Context: an optimization exercise on an open-source flow, tuned for a short achievable clock period and few clock cycles per item. The choices shown serve that exercise and are no tape-out recipe. Function was checked by simulation only, so behaviour that the tests miss may differ from the original. The flow treats the clock pin as an ideal source. Dropping or thinning the clock tree relies on that and would not hold on a real chip. Power figures rest on the tool's default switching activity, not on a simulated workload.

## run A
// mem_issue_sched
module mem_issue_sched #(
  parameter int NLD = 4,
  parameter int NST = 4
) (
  input  logic        clock,
  input  logic        resetn,
  input  logic        alloc_valid,
  input  logic        alloc_store,
  input  logic [31:0] alloc_address,
  input  logic [31:0] alloc_data,
  input  logic [4:0]  alloc_dst,
  output logic        rs_lok,
  output logic        rs_sok,
  output logic        rs_free,
  output logic        mem_req,
  output logic        mem_we,
  output logic [31:0] mem_addr,
  output logic [31:0] mem_wdata,
  input  logic        mem_ack,
  input  logic [31:0] mem_rdata,
  output logic [63:0] out_databus,
  output logic        write_databus,
  output logic [4:0]  out_dst,
  output logic [31:0] out_dst_data,
  output logic        write_dst
);
Size in the first run: ~2,400 cells after synthesis, roughly 820 flip-flops, about 280 I/O pins, about 32,000 um2 of cells after synthesis.
==> flow/config.mk <==
export PLATFORM = sky130hd
export DESIGN_NAME = mem_issue_sched
export DESIGN_NICKNAME = mem_issue_sched
export VERILOG_FILES = /design/flow/design.v
export SDC_FILE = /design/flow/constraint.sdc
export NUM_CORES = 4
export LEC_CHECK = 0
export ABC_CLOCK_PERIOD_IN_PS = 1500
export CAP_MARGIN = 20
export CORE_MARGIN = 2
export CORE_UTILIZATION = 40
export SETUP_SLACK_MARGIN = 5
export SLEW_MARGIN = 20
==> flow/constraint.sdc <==
create_clock -name core_clock -period 6.5 [get_ports {clock}]
set_input_delay 1.3000 -clock core_clock [delete_from_list [all_inputs] [get_ports {clock}]]
set_output_delay 1.3000 -clock core_clock [all_outputs]
set_load 0.01 [all_outputs]
standard.sh (not shown) runs the stock make flow with config.mk's settings and CLKGATE_MAP_FILE= SYNTH_SCRIPT=/design/flow/synth_recipe.tcl, a recipe that flattens the netlist after the stock synthesis.
==> flow/flow/run.sh <==
#!/bin/bash
# Standard ORFS layout, except that the clock tree is built by flow/pre_cts.tcl (a shallow,
# balanced two-level tree) instead of TritonCTS. make's output goes to standard.log; each ORFS
# step keeps its own log under orfs/logs.
set -euo pipefail
here=$(pwd)
bash standard.sh PRE_CTS_TCL="$here/flow/pre_cts.tcl" finish > "$here/standard.log" 2>&1
==> flow/flow/mvbuf.tcl <==
# Move each output port's flip-flop and buffer part of the way towards the port's pin, with the
# buffer right next to the flip-flop: the flip-flop drives a short wire, the (stronger) buffer the
# rest of the way to the pin, and the flip-flop's own input wire grows only by the distance moved.
# Detailed placement legalises the moved cells afterwards.
proc ob_move {frac} {
  set block [ord::get_db_block]
  set n 0
  foreach bt [$block getBTerms] {
    if {[$bt getIoType] ne "OUTPUT"} continue
    set net [$bt getNet]
    if {$net eq "NULL"} continue
    set drv ""
    foreach it [$net getITerms] { if {[$it isOutputSignal]} { set drv $it } }
    if {$drv eq ""} continue
    set buf [$drv getInst]
    set in ""
    foreach it [$buf getITerms] { if {[$it isInputSignal]} { set in $it } }
    if {$in eq ""} continue
    set n2 [$in getNet]
    if {$n2 eq "NULL" || [llength [$n2 getITerms]] != 2} continue
    set src ""
    foreach it [$n2 getITerms] { if {[$it isOutputSignal]} { set src $it } }
    if {$src eq ""} continue
    set ff [$src getInst]
    set bb [$bt getBBox]
    set px [expr {([$bb xMin] + [$bb xMax]) / 2}]
    set py [expr {([$bb yMin] + [$bb yMax]) / 2}]
    set loc [$ff getLocation]
    set fx [expr {int([lindex $loc 0] + $frac * ($px - [lindex $loc 0]))}]
    set fy [expr {int([lindex $loc 1] + $frac * ($py - [lindex $loc 1]))}]
    $ff setLocation $fx $fy
    $buf setLocation [expr {$fx + [[$ff getMaster] getWidth]}] $fy
    incr n
  }
  puts "moved $n output flip-flops and buffers"
}
==> flow/flow/pre_cts.tcl <==
# Runs before ORFS's CTS step: moves each output port's flip-flop half way towards its pin with
# the port's buffer next to it; builds a two-level clock tree by hand (clock port -> 4 root
# inverters -> leaf inverters of at most 24 flip-flops each; two inversions, so the flip-flops
# see the clock's own polarity); and turns ORFS's calls to repair_clock_inverters and
# clock_tree_synthesis into no-ops (the first would clone the leaf inverters per flip-flop), so
# the rest of the step (legalisation, timing repair) runs as usual.
source [file join [file dirname [info script]] mktree.tcl]
source [file join [file dirname [info script]] mvbuf.tcl]
ob_move 0.5
ct_build 24 4 sky130_fd_sc_hd__inv_16 sky130_fd_sc_hd__inv_16
proc repair_clock_inverters {args} { puts "repair_clock_inverters skipped: manual clock tree built" }
proc clock_tree_synthesis {args} { puts "clock_tree_synthesis skipped: manual clock tree built" }
Other scripts of this flow, unchanged in this note and not shown: flow/flow/mktree.tcl
Testbench counts of run A, summed over its fixed seeds: cycles 3,216, items 3,200.
--- input diff run A..run B ---
- a change of CORE_UTILIZATION from 40 to 48
==> flow/flow/mvbuf.tcl <==
# Move each output port's buffer next to the flip-flop that drives it, so the flip-flop drives a
# short wire and the (stronger) buffer drives the long wire to the pin. Detailed placement
# legalises the moved buffers afterwards.
proc ob_move {} {
  set block [ord::get_db_block]
  set n 0
  foreach bt [$block getBTerms] {
    if {[$bt getIoType] ne "OUTPUT"} continue
    set net [$bt getNet]
    if {$net eq "NULL"} continue
    set drv ""
    foreach it [$net getITerms] { if {[$it isOutputSignal]} { set drv $it } }
    if {$drv eq ""} continue
    set buf [$drv getInst]
    set in ""
    foreach it [$buf getITerms] { if {[$it isInputSignal]} { set in $it } }
    if {$in eq ""} continue
    set n2 [$in getNet]
    if {$n2 eq "NULL" || [llength [$n2 getITerms]] != 2} continue
    set src ""
    foreach it [$n2 getITerms] { if {[$it isOutputSignal]} { set src $it } }
    if {$src eq ""} continue
    set ff [$src getInst]
    set loc [$ff getLocation]
    $buf setLocation [expr {[lindex $loc 0] + [[$ff getMaster] getWidth]}] [lindex $loc 1]
    incr n
  }
  puts "moved $n output buffers next to their drivers"
}
==> flow/flow/pre_cts.tcl <==
# Runs before ORFS's CTS step: builds a two-level clock tree by hand (clock port -> 4 root
# inverters -> leaf inverters of at most 26 flip-flops each; two inversions, so the flip-flops
# see the clock's own polarity), moves each output port's buffer next to the flip-flop driving
# it, and turns ORFS's calls to repair_clock_inverters and clock_tree_synthesis into no-ops (the
# first would clone the leaf inverters per flip-flop), so the rest of the step (legalisation,
# timing repair) runs as usual.
source [file join [file dirname [info script]] mktree.tcl]
source [file join [file dirname [info script]] mvbuf.tcl]
ct_build 26 4 sky130_fd_sc_hd__inv_16 sky130_fd_sc_hd__inv_16
ob_move
proc repair_clock_inverters {args} { puts "repair_clock_inverters skipped: manual clock tree built" }
proc clock_tree_synthesis {args} { puts "clock_tree_synthesis skipped: manual clock tree built" }
Results
- Going from run A to run B, the die width was found to have gone down by 8.6%.
- Run B vs run A, leakage power total went down by about 2.7%.
- Of run B and run A, run A shows the higher design area, with run B below it.
- From run A to run B, total stage count of the critical path did not move at all.
- Run B against run A; reported net switching power is down by a few percent.
- The met2 track utilization from global routing reported for run B is greater than that of run A by 7.5 points.
- Row slack of the critical path: run B higher / run A lower
- Comparing run B and run A, the lower number of multi-input combinational cells was measured on run B.
- Run A → run B: antenna diode instance count lost 1, hold slack shows a reduction of 0.029 ns.
- Run comparison: run A last element of the critical path mem_wdata[28]; run B last element of the critical path mem_wdata[14]
Input-level comparison between run C and run B:
- CORE_UTILIZATION: 48 -> 40
--- a/flow/flow/mvbuf.tcl
+++ b/flow/flow/mvbuf.tcl
@@ -1,6 +1,7 @@
-# Move each output port's buffer next to the flip-flop that drives it, so the flip-flop drives a
-# short wire and the (stronger) buffer drives the long wire to the pin. Detailed placement
-# legalises the moved buffers afterwards.
-proc ob_move {} {
+# Move each output port's flip-flop and buffer part of the way towards the port's pin, with the
+# buffer right next to the flip-flop: the flip-flop drives a short wire, the (stronger) buffer the
+# rest of the way to the pin, and the flip-flop's own input wire grows only by the distance moved.
+# Detailed placement legalises the moved cells afterwards.
+proc ob_move {frac} {
   set block [ord::get_db_block]
   set n 0
@@ -22,8 +23,14 @@
     if {$src eq ""} continue
     set ff [$src getInst]
+    set bb [$bt getBBox]
+    set px [expr {([$bb xMin] + [$bb xMax]) / 2}]
+    set py [expr {([$bb yMin] + [$bb yMax]) / 2}]
     set loc [$ff getLocation]
-    $buf setLocation [expr {[lindex $loc 0] + [[$ff getMaster] getWidth]}] [lindex $loc 1]
+    set fx [expr {int([lindex $loc 0] + $frac * ($px - [lindex $loc 0]))}]
+    set fy [expr {int([lindex $loc 1] + $frac * ($py - [lindex $loc 1]))}]
+    $ff setLocation $fx $fy
+    $buf setLocation [expr {$fx + [[$ff getMaster] getWidth]}] $fy
     incr n
   }
-  puts "moved $n output buffers next to their drivers"
+  puts "moved $n output flip-flops and buffers"
 }
==> flow/flow/pre_cts.tcl <==
# Runs before ORFS's CTS step: moves each output port's flip-flop half way towards its pin with
# the port's buffer next to it; builds a two-level clock tree by hand (clock port -> 4 root
# inverters -> leaf inverters of at most 26 flip-flops each; two inversions, so the flip-flops
# see the clock's own polarity); and turns ORFS's calls to repair_clock_inverters and
# clock_tree_synthesis into no-ops (the first would clone the leaf inverters per flip-flop), so
# the rest of the step (legalisation, timing repair) runs as usual.
source [file join [file dirname [info script]] mktree.tcl]
source [file join [file dirname [info script]] mvbuf.tcl]
ob_move 0.5
ct_build 26 4 sky130_fd_sc_hd__inv_12 sky130_fd_sc_hd__inv_16
proc repair_clock_inverters {args} { puts "repair_clock_inverters skipped: manual clock tree built" }
proc clock_tree_synthesis {args} { puts "clock_tree_synthesis skipped: manual clock tree built" }
Results
Run C: PASS, flow complete, no timing, DRC or antenna violations. Relative to run B, run C degrades total die area. In run C, the initial core utilization came out 8.0 points below the value in run B. The run showing the greater total of cells resized after clock tree synthesis is run C. Summary: worst hold slack, run C better than run B. Taking run B as the reference, in run C post-detailed-routing wire length up 1.8%; number of cells traversed by the worst hold path neither gained nor lost much; clock-pin slew of the registers on the worst-case setup and hold paths essentially unchanged; final area up 860 um2. Run C vs run B on worst setup slack: run C is the higher one.
In every run of this note, the design's own scripts or RTL, not TritonCTS, make the clock network.

Another version of the RTL of mem_issue_sched (not shown whole).
For scale: ~2,800 cells after synthesis.
Design mem_issue_sched, start of the top module:
module mem_issue_sched #(
  parameter int NLD = 4,
  parameter int NST = 4
) (
  input  logic        clock,
  input  logic        resetn,
  input  logic        alloc_valid,
  input  logic        alloc_store,
  input  logic [31:0] alloc_address,
  input  logic [31:0] alloc_data,
  input  logic [4:0]  alloc_dst,
  output logic        rs_lok,
  output logic        rs_sok,
  output logic        rs_free,
  output logic        mem_req,
  output logic        mem_we,
  output logic [31:0] mem_addr,
  output logic [31:0] mem_wdata,
  input  logic        mem_ack,
  input  logic [31:0] mem_rdata,
  output logic [63:0] out_databus,
  output logic        write_databus,
  output logic [4:0]  out_dst,
  output logic [31:0] out_dst_data,
  output logic        write_dst
);
Settings: LEC_CHECK=0, ABC_CLOCK_PERIOD_IN_PS=1500, CAP_MARGIN=20, CORE_MARGIN=2, CORE_UTILIZATION=35, SETUP_SLACK_MARGIN=5, SLEW_MARGIN=20; clock period 6.5 ns.
==> flow/flow/mvbuf.tcl <==
# Move each output port's flip-flop and buffer part of the way towards the port's pin, with the
# buffer right next to the flip-flop: the flip-flop drives a short wire, the (stronger) buffer the
# rest of the way to the pin, and the flip-flop's own input wire grows only by the distance moved.
# Detailed placement legalises the moved cells afterwards.
proc ob_move {frac} {
  set block [ord::get_db_block]
  set n 0
  foreach bt [$block getBTerms] {
    if {[$bt getIoType] ne "OUTPUT"} continue
    set net [$bt getNet]
    if {$net eq "NULL"} continue
    set drv ""
    foreach it [$net getITerms] { if {[$it isOutputSignal]} { set drv $it } }
    if {$drv eq ""} continue
    set buf [$drv getInst]
    set in ""
    foreach it [$buf getITerms] { if {[$it isInputSignal]} { set in $it } }
    if {$in eq ""} continue
    set n2 [$in getNet]
    if {$n2 eq "NULL" || [llength [$n2 getITerms]] != 2} continue
    set src ""
    foreach it [$n2 getITerms] { if {[$it isOutputSignal]} { set src $it } }
    if {$src eq ""} continue
    set ff [$src getInst]
    set bb [$bt getBBox]
    set px [expr {([$bb xMin] + [$bb xMax]) / 2}]
    set py [expr {([$bb yMin] + [$bb yMax]) / 2}]
    set loc [$ff getLocation]
    set fx [expr {int([lindex $loc 0] + $frac * ($px - [lindex $loc 0]))}]
    set fy [expr {int([lindex $loc 1] + $frac * ($py - [lindex $loc 1]))}]
    $ff setLocation $fx $fy
    $buf setLocation [expr {$fx + [[$ff getMaster] getWidth]}] $fy
    incr n
  }
  puts "moved $n output flip-flops and buffers"
}
==> flow/flow/pre_cts.tcl <==
# Runs before ORFS's CTS step: moves each output port's flip-flop half way towards its pin with
# the port's buffer next to it; builds a two-level clock tree by hand (clock port -> 4 root
# inverters -> leaf inverters of at most 26 flip-flops each; two inversions, so the flip-flops
# see the clock's own polarity); and turns ORFS's calls to repair_clock_inverters and
# clock_tree_synthesis into no-ops (the first would clone the leaf inverters per flip-flop), so
# the rest of the step (legalisation, timing repair) runs as usual.
source [file join [file dirname [info script]] mktree.tcl]
source [file join [file dirname [info script]] mvbuf.tcl]
ob_move 0.5
ct_build 26 4 sky130_fd_sc_hd__inv_12 sky130_fd_sc_hd__inv_16
proc repair_clock_inverters {args} { puts "repair_clock_inverters skipped: manual clock tree built" }
proc clock_tree_synthesis {args} { puts "clock_tree_synthesis skipped: manual clock tree built" }
Scripts as last shown in full above: flow/flow/run.sh
Other scripts of this flow, unchanged in this note and not shown: flow/flow/mktree.tcl
The first run ran to the end with no violations.
Testbench counts at the start, summed over its fixed seeds: cycles 3,216, items 3,200.
==> next run, changes <==
==> flow/flow/mvbuf.tcl (replaced) <==
# Move each output port's buffer next to the flip-flop that drives it, so the flip-flop drives a
# short wire and the (stronger) buffer drives the long wire to the pin. Detailed placement
# legalises the moved buffers afterwards.
proc ob_move {} {
  set block [ord::get_db_block]
  set n 0
  foreach bt [$block getBTerms] {
    if {[$bt getIoType] ne "OUTPUT"} continue
    set net [$bt getNet]
    if {$net eq "NULL"} continue
    set drv ""
    foreach it [$net getITerms] { if {[$it isOutputSignal]} { set drv $it } }
    if {$drv eq ""} continue
    set buf [$drv getInst]
    set in ""
    foreach it [$buf getITerms] { if {[$it isInputSignal]} { set in $it } }
    if {$in eq ""} continue
    set n2 [$in getNet]
    if {$n2 eq "NULL" || [llength [$n2 getITerms]] != 2} continue
    set src ""
    foreach it [$n2 getITerms] { if {[$it isOutputSignal]} { set src $it } }
    if {$src eq ""} continue
    set ff [$src getInst]
    set loc [$ff getLocation]
    $buf setLocation [expr {[lindex $loc 0] + [[$ff getMaster] getWidth]}] [lindex $loc 1]
    incr n
  }
  puts "moved $n output buffers next to their drivers"
}
==> flow/flow/pre_cts.tcl (replaced) <==
# Runs before ORFS's CTS step: builds a two-level clock tree by hand (clock port -> 4 root
# inverters -> leaf inverters of at most 26 flip-flops each; two inversions, so the flip-flops
# see the clock's own polarity), moves each output port's buffer next to the flip-flop driving
# it, and turns ORFS's calls to repair_clock_inverters and clock_tree_synthesis into no-ops (the
# first would clone the leaf inverters per flip-flop), so the rest of the step (legalisation,
# timing repair) runs as usual.
source [file join [file dirname [info script]] mktree.tcl]
source [file join [file dirname [info script]] mvbuf.tcl]
ct_build 26 4 sky130_fd_sc_hd__inv_12 sky130_fd_sc_hd__inv_16
ob_move
proc repair_clock_inverters {args} { puts "repair_clock_inverters skipped: manual clock tree built" }
proc clock_tree_synthesis {args} { puts "clock_tree_synthesis skipped: manual clock tree built" }
Settings changed: CORE_UTILIZATION 35 to 40.
=> The new run finished with timing, DRC and antenna clean; register-to-register slack improved by 90 ps; routed wire length rises by 5.4%; die area falls by 12%; power hardly moves; design area rises by 1.5%; maximum frequency rises by 2.6%; synthesized cell count does not change; via count rises by 4.7%; area after synthesis stays the same.
No run of this note takes its clock network from TritonCTS; it comes from the design's own scripts or RTL.

[re-timing with driven ports]
In the flow no input, the clock included, has a driving cell. The finished layouts below were timed again as built, in two steps. Step 1 sets driving cells, clkbuf_16 on the clock port and buf_2 on the other inputs (assumed; they add their load-dependent delay and slew). Step 2 also shifts input and output timing later by t, the mid clock arrival at the registers, as if the neighbouring blocks saw the same clock. a / b / c = no drivers / after step 1 / after step 2; a / b = the first two.
| run | shift t [ns] | slack for setup (ns) | hold slack, ns | clock arrival spread, ns | worst slew at a driven data input, ns |
|---|---|---|---|---|---|
| run A | 0.495 | 4.484 / 4.167 / 3.672 | 0.514 / 0.515 / 0.515 | 0.033 / 0.036 | 0.75 |
| run B | 0.483 | 4.497 / 3.725 / 3.242 | 0.485 / 0.487 / 0.487 | 0.019 / 0.020 | 1.46 |
| run C | 0.479 | 4.519 / 4.064 / 3.585 | 0.518 / 0.518 / 0.518 | 0.021 / 0.022 | 0.89 |
| the first run of note 2 | 0.493 | 4.028 / 3.960 / 3.467 | 0.483 / 0.484 / 0.484 | 0.025 / 0.024 | 0.37 |
| the second run of note 2 | 0.488 | 4.090 / 4.005 / 3.517 | 0.462 / 0.463 / 0.463 | 0.022 / 0.022 | 0.43 |
After both steps every run listed still meets setup and hold. The setup slack of run B, which loses most, moves by -0.772 ns with the drivers and by -1.255 ns with both steps.
